Context: an optimization exercise on an open-source flow, tuned for small area, a short achievable clock period and few clock cycles per item. The choices shown serve that exercise and are no tape-out recipe.
The RTL was checked by simulation tests, not by an equivalence proof against the original design.
Power figures rest on the tool's default switching activity, not on a simulated workload.

Design set_membership_table_top, start of the top module:
module set_membership_table_top (
  input  logic                           clk,
  input  logic                           rst_n,
  input  logic                           in_tvalid,
  output logic                           in_tready,
  input  logic [smt_pkg::IN_DATA_W-1:0]  in_tdata,   
  input  logic [smt_pkg::REQ_W-1:0]      in_tuser,   
  output logic                           out_tvalid,
  input  logic                           out_tready,
  output logic [smt_pkg::OUT_DATA_W-1:0] out_tdata   
);
  smt_pkg::cmd_t                   cmd;
  logic                            was_present;
  logic [smt_pkg::COUNT_OUT_W-1:0] entry_count;
  logic                            dropped;
  smt_ctrl u_ctrl (
    .clk        (clk),
    .rst_n      (rst_n),
    .in_tvalid  (in_tvalid),
    .in_tready  (in_tready),
    .out_tvalid (out_tvalid),
    .out_tready (out_tready),
    .cmd        (cmd)
  );
  smt_dpath u_dpath (
    .clk         (clk),
    .rst_n       (rst_n),
    .cmd         (cmd),
    .req_in      (in_tuser),
  ...
Settings: LEC_CHECK=0, ABC_CLOCK_PERIOD_IN_PS=1800, CAP_MARGIN=20, CORE_MARGIN=2, CORE_UTILIZATION=40, PLACE_DENSITY=0.6, SETUP_SLACK_MARGIN=1.4, SLEW_MARGIN=20; clock period 3.4 ns.
run.sh (not shown) runs the stock make flow with config.mk's settings and CLKGATE_MAP_FILE= SYNTH_SCRIPT=/design/flow/synth_recipe.tcl, a recipe that flattens the netlist after the stock synthesis.
The first run finished clean.
Testbench counts at the start, summed over its fixed seeds: cycles 12,016, items 12,000.
==> next run, changes <==
==> flow/flow/run.sh (new file) <==
#!/bin/bash
# The standard ORFS flow, run in two parts:
#  1. synthesis exactly as standard.sh makes it;
#  2. floorplan to final layout with two changes:
#     - the clock tree is built with larger sink clusters and without the
#       dummy loads CTS adds to balance it;
#     - delay cells are kept out of port buffering and timing repair, so the
#       port buffers are plain buffers (flow/dont_use.tcl, run before each
#       OpenROAD step).
# Each part's full output goes to its own log file in this folder; ORFS's
# per-step logs stay under orfs/logs/.
set -euo pipefail
W=$(pwd)

bash standard.sh synth > "$W/flow_synth.log" 2>&1

export CTS_ARGS="-sink_clustering_enable -repair_clock_nets -dont_use_dummy_load -sink_clustering_size 30 -sink_clustering_max_diameter 60"
for step in FLOORPLAN GLOBAL_PLACE_SKIP_IO IO_PLACEMENT GLOBAL_PLACE RESIZE DETAIL_PLACE REPAIR_TIMING_POST_PLACE CTS GLOBAL_ROUTE DETAIL_ROUTE FILLCELL; do
  export PRE_${step}_TCL="$W/flow/dont_use.tcl"
done

bash standard.sh > "$W/flow_layout.log" 2>&1
==> flow/flow/dont_use.tcl (new file) <==
# Keep delay cells out of port buffering and timing repair.
set_dont_use [get_lib_cells {sky130_fd_sc_hd__dlygate* sky130_fd_sc_hd__clkdlybuf*}]
==> flow/standard.sh (new file) <==
#!/bin/bash
# synth_recipe.tcl (not shown) runs the flow's synth.tcl, then flattens the netlist and writes it again
# the make line also repeats each setting of config.mk as NAME=value (left out here)
make -C /OpenROAD-flow-scripts/flow DESIGN_CONFIG=/design/flow/config.mk WORK_HOME=/design/flow/orfs CLKGATE_MAP_FILE= SYNTH_SCRIPT=/design/flow/synth_recipe.tcl "${@:-finish}"
Settings changed: CORE_UTILIZATION 40 to 50, PLACE_DENSITY 0.6 to 0.7.
removed: flow/run.sh
Outcome: The changed run completed with no timing, DRC or antenna violations; hold slack got worse by 0.27 ns; synthesized cell count stays the same; power decreases by 15%; core utilization rises by 7.6 points; maximum frequency came out lower by 7.2%; via count falls by 0.68%; setup slack is worse by 0.17 ns; clock skew rose by 0.018 ns; first-iteration DRC count went up by 30%; cell area fell by 8.5%; critical path depth does not change.

the previous run:
set_membership_table_top, a different RTL version from the one above (not shown whole).
Size in the first run: ~1700 cells after synthesis, ~620 flip-flops.
export LEC_CHECK = 0
export CAP_MARGIN = 20
export CORE_MARGIN = 2
export CORE_UTILIZATION = 40
export PLACE_DENSITY = 0.6
export SETUP_SLACK_MARGIN = 1.3
export SLEW_MARGIN = 20
create_clock -name core_clock -period 3.4 [get_ports {clk}]
standard.sh (not shown) runs the stock make flow with config.mk's settings and CLKGATE_MAP_FILE= SYNTH_SCRIPT=/design/flow/synth_recipe.tcl, a recipe that flattens the netlist after the stock synthesis.
==> flow/flow/run.sh <==
#!/bin/bash
# The standard ORFS flow, run in two parts:
#  1. synthesis exactly as standard.sh makes it;
#  2. floorplan to final layout with two changes:
#     - the clock tree is built with larger sink clusters and without the
#       dummy loads CTS adds to balance it;
#     - delay cells are kept out of port buffering and timing repair, so the
#       port buffers are plain buffers (flow/dont_use.tcl, run before each
#       OpenROAD step).
# Each part's full output goes to its own log file in this folder; ORFS's
# per-step logs stay under orfs/logs/.
set -euo pipefail
W=$(pwd)

bash standard.sh synth > "$W/flow_synth.log" 2>&1

export CTS_ARGS="-sink_clustering_enable -repair_clock_nets -dont_use_dummy_load -sink_clustering_size 30 -sink_clustering_max_diameter 60"
for step in FLOORPLAN GLOBAL_PLACE_SKIP_IO IO_PLACEMENT GLOBAL_PLACE RESIZE DETAIL_PLACE REPAIR_TIMING_POST_PLACE CTS GLOBAL_ROUTE DETAIL_ROUTE FILLCELL; do
  export PRE_${step}_TCL="$W/flow/dont_use.tcl"
done

bash standard.sh > "$W/flow_layout.log" 2>&1
==> flow/flow/dont_use.tcl <==
# Keep delay cells out of port buffering and timing repair.
set_dont_use [get_lib_cells {sky130_fd_sc_hd__dlygate* sky130_fd_sc_hd__clkdlybuf*}]
Testbench counts of the previous run, summed over its fixed seeds: cycles 12,016, items 12,000.
--- input diff the previous run..the current run ---
Settings: SETUP_SLACK_MARGIN changed from 1.3 to 1.4; ABC_CLOCK_PERIOD_IN_PS newly set to 1800.
The run showing the greater layout filler cell count is the previous run.
Looking at via total after detailed routing, the current run sits 1.7% higher than the previous run does.
Between the current run and the previous run, it is the current run whose fraction of met1 tracks used by global routing is lower, by 0.57 points.
met5 as the top layer reached by signal wires was reported by the previous run, and met4 by the current run.
Delta (the current run minus the previous run): violation count after the first detailed-route iteration went down 2.3%, routed wire length picked up an extra 1600 µm.
Adder and majority gate portion of the synthesized area: the previous run vs the current run identical
Detailed-routed wire length on met2 ends up lower on the previous run.
Looking at total power across the current run and the previous run, the one that comes out higher is the previous run.
Share of synthesized flip-flops with an asynchronous set or reset came out exactly the same in the current run and the previous run.
The previous run → the current run: fraction of power spent switching nets shows an increase of 0.19 points; weighted congestion reported at the end of routability-driven placement shows an increase of 4.6%.

==> afterwards: timing with drivers on the ports <==
The flow's constraints put no driver on any port. The routed layouts listed below were extracted and timed again, unchanged, in two steps. Step 1 sets driving cells, clkbuf_16 on the clock port and buf_2 on the other inputs (assumed; they add their load-dependent delay and slew). Step 2, shift: input delay + t, output delay - t, t = (earliest + latest rising clock arrival at the registers) / 2. This alone moves slack from input paths to output paths. a / b / c = no drivers / after step 1 / after step 2; a / b = the first two.
run	shift t [ns]	slack for setup (ns)	worst slew at a driven data input, ns
the first run of note 1	0.683	1.275 / 1.236 / 0.640	0.04
the second run of note 1	0.623	1.109 / 1.109 / 0.603	0.04
the previous run	0.650	1.262 / 1.267 / 0.639	0.04
the current run	0.634	1.298 / 1.298 / 0.767	0.06
After both steps setup and hold are still met in every run listed. For the first run of note 1, which loses most, drivers alone change the setup slack by -0.039 ns; drivers and shift together by -0.635 ns.
